Context: an optimization exercise on an open-source flow, tuned for small area, a short achievable clock period and few clock cycles per item. The choices shown serve that exercise and are no tape-out recipe. The RTL was checked by simulation tests, not by an equivalence proof against the original design. Power is estimated from default activity; no workload was simulated.

// hs_npu_cmd_scheduler
module hs_npu_cmd_scheduler #(
  parameter int unsigned NUM_CORES = 4,
  parameter int unsigned CMD_WIDTH = 256,
  parameter int unsigned CMD_DEPTH = 8,
  parameter int unsigned CNT_W     = $clog2(CMD_DEPTH + 1)
) (
  input  logic                  clk,
  input  logic                  rst_n,
  input  logic                  cmd_valid_i,
  output logic                  cmd_ready_o,
  input  logic [CMD_WIDTH-1:0]  cmd_data_i,
  input  logic                  cmd_barrier_i,
  input  logic                  flush_i,
  output logic [NUM_CORES-1:0]  core_exec_valid_o,
  input  logic [NUM_CORES-1:0]  core_exec_ready_i,
  output logic [CMD_WIDTH-1:0]  core_cmd_o,
  input  logic [NUM_CORES-1:0]  core_done_i,
  output logic [NUM_CORES-1:0]  core_busy_o,
  output logic [CNT_W-1:0]      queue_count_o,
  output logic [31:0]           completed_count_o,
  output logic                  idle_o,
  output logic                  err_o
);
  localparam int unsigned SLICES = 4;
  localparam int unsigned SW     = CMD_WIDTH / SLICES;
  logic [CMD_WIDTH-1:0] mem     [CMD_DEPTH];
  logic [CMD_DEPTH-1:0] mem_bar;
  logic [CMD_DEPTH-1:0] rd_oh, wr_oh, rd_inc, rd_inc2, wr_nx;
  logic [CNT_W-1:0]     count, count_nx;
  logic [NUM_CORES-1:0] busy, busy_nx, free_nx, done_busy, valid, valid_nx, pick0, pick1;
  logic                 full, full_nx, push, hs, any_valid, idle_q;
  logic                 ge1, ge2, ge3;           
  logic                 fr1, fr2;                
  logic                 free1, free2, free_all, done1, done2;
  ...
clock: 4.5 ns
lec_check: 0
cap_margin: 20
core_margin: 2
core_utilization: 40
cts_cluster_diameter: 60
cts_cluster_size: 30
setup_slack_margin: 2.1
slew_margin: 30
synth_hierarchical: 1
run.sh (not shown) runs the stock make flow with config.mk's settings and CLKGATE_MAP_FILE= SYNTH_SCRIPT=/design/flow/synth_recipe.tcl, a recipe that flattens the netlist after the stock synthesis.
The baseline completed with no timing, DRC or antenna violations.
Testbench counts at the start, summed over its fixed seeds: cycles 4,434, items 2,400.
Next try:
--- a/flow/design.v
+++ b/flow/design.v
@@ -133,24 +133,29 @@
       rd_oh  <= rd_nx;
       rd_pk  <= rd_pk_nx;
       wr_oh  <= wr_nx;
       count  <= count_nx;
       full   <= full_nx;
       ge1    <= ge1_nx;
       ge2    <= ge2_nx;
-      ge3    <= (count_nx >= CNT_W'(3));
+      ge3    <= ge3_nx;
       fr1    <= ~&busy_nx;
       fr2    <= fr2_nx;
       valid  <= valid_nx;
-      idle_q <= (count_nx == '0) & (busy_nx == '0);
+      idle_q <= ~ge1_nx & (busy_nx == '0);
     end
   end
   logic hb0, nb0, nb1, ge1_nx, ge2_nx;
-  assign ge1_nx = (count_nx >= CNT_W'(1));
-  assign ge2_nx = (count_nx >= CNT_W'(2));
+  logic up, dn, ge3_nx, ge4;
+  assign ge4    = (count >= CNT_W'(4));
+  assign up     = push & ~hs;
+  assign dn     = hs & ~push;
+  assign ge1_nx = flush_i ? (any_valid & ~hs) : (up | (dn ? ge2 : ge1));
+  assign ge2_nx = ~flush_i & (up ? ge1 : (dn ? ge3 : ge2));
+  assign ge3_nx = ~flush_i & (up ? ge2 : (dn ? ge4 : ge3));
   always_ff @(posedge clk) begin
     bar0 <= bar0_nx;
     bar1 <= bar1_nx;
     if (!rst_n) begin
       hb0 <= 1'b0;
       nb0 <= 1'b0;
       nb1 <= 1'b0;
@@ -171,27 +176,42 @@
   always_comb begin
     done_cnt = '0;
     for (int k = 0; k < int'(NUM_CORES); k++) begin
       done_cnt = done_cnt + 32'(done_busy[k]);
     end
   end
   localparam int unsigned LOW_W = 3;
-  logic [LOW_W:0]    cnt_low;
-  logic [31-LOW_W:0] cnt_high, cnt_high_inc;
+  logic [LOW_W:0]       cnt_low;
+  logic [31-LOW_W:0]    cnt_high, cnt_high_inc;
+  logic [NUM_CORES-1:0] th, th_nx, dn_ge;
+  logic                 carry;
   assign cnt_low      = {1'b0, completed_count_o[LOW_W-1:0]} + done_cnt[LOW_W:0];
   assign cnt_high_inc = completed_count_o[31:LOW_W] + 1'b1;
-  assign cnt_high     = cnt_low[LOW_W] ? cnt_high_inc : completed_count_o[31:LOW_W];
+  always_comb begin
+    for (int k = 1; k <= int'(NUM_CORES); k++)
+      th_nx[k-1] = ({1'b0, cnt_low[LOW_W-1:0]} >= (LOW_W+1)'((1 << LOW_W) - k));
+  end
+  assign dn_ge[0] = |done_busy;
+  assign dn_ge[1] = (done_busy[0] & done_busy[1]) | (done_busy[2] & done_busy[3]) |
+                    ((done_busy[0] | done_busy[1]) & (done_busy[2] | done_busy[3]));
+  assign dn_ge[2] = (done_busy[0] & done_busy[1] & (done_busy[2] | done_busy[3])) |
+                    (done_busy[2] & done_busy[3] & (done_busy[0] | done_busy[1]));
+  assign dn_ge[3] = &done_busy;
+  assign carry    = |(th & dn_ge);
+  assign cnt_high = carry ? cnt_high_inc : completed_count_o[31:LOW_W];
   always_ff @(posedge clk) begin
     if (!rst_n) begin
       busy              <= '0;
       completed_count_o <= '0;
+      th                <= '0;
       err_o             <= 1'b0;
     end else begin
       busy              <= busy_nx;
       completed_count_o <= {cnt_high, cnt_low[LOW_W-1:0]};
+      th                <= th_nx;
       if (|(core_done_i & ~busy)) err_o <= 1'b1;
     end
   end
 endmodule
 module hs_npu_cmd_sel #(
   parameter int unsigned W = 64,
   parameter int unsigned N = 8
Effect:
- The new run completed with no timing, DRC or antenna violations
- routed wire length falls by about 2.5%
- global-route usage falls by 0.61 points
- sequential power falls by about 2%
- worst setup slack got worse by 0.10 ns
- die area rises by about 0.4%
- via count rises by 1.0%
- first-iteration DRC count rises by about 14%
- hold slack improved by 0.0078 ns
- clock-buffer cell count falls by 20
- final cell count rises by 1.2%
Testbench counts after the change, summed over its fixed seeds: cycles 4,434, items 2,400.

afterwards: timing with drivers on the ports:
No port has a modelled driver above. Below, the same layouts with a new extraction and two added sets of constraints.
Step 1: set_driving_cell puts a clkbuf_16 on clk and a buf_2 on each other input, an assumption about the parent block.
Step 2, shift: input delay + t, output delay - t, t = (earliest + latest rising clock arrival at the registers) / 2. This alone moves slack from input paths to output paths.
a / b / c = no drivers / after step 1 / after step 2; a / b = the first two.
run | t, ns | slack for setup (ns) | latest minus earliest clock arrival (ns) | worst register clock-pin slew, ns | worst data-port slew with drivers (ns)
the first run | 0.909 | 1.825 / 1.825 / 1.029 | 0.083 / 0.083 | 0.11 / 0.11 | 0.20
the second run | 0.914 | 1.720 / 1.777 / 0.863 | 0.057 / 0.057 | 0.11 / 0.11 | 0.19
After both steps every run listed still meets setup and hold. The setup slack of the second run, which loses most, moves by +0.057 ns with the drivers and by -0.857 ns with both steps.
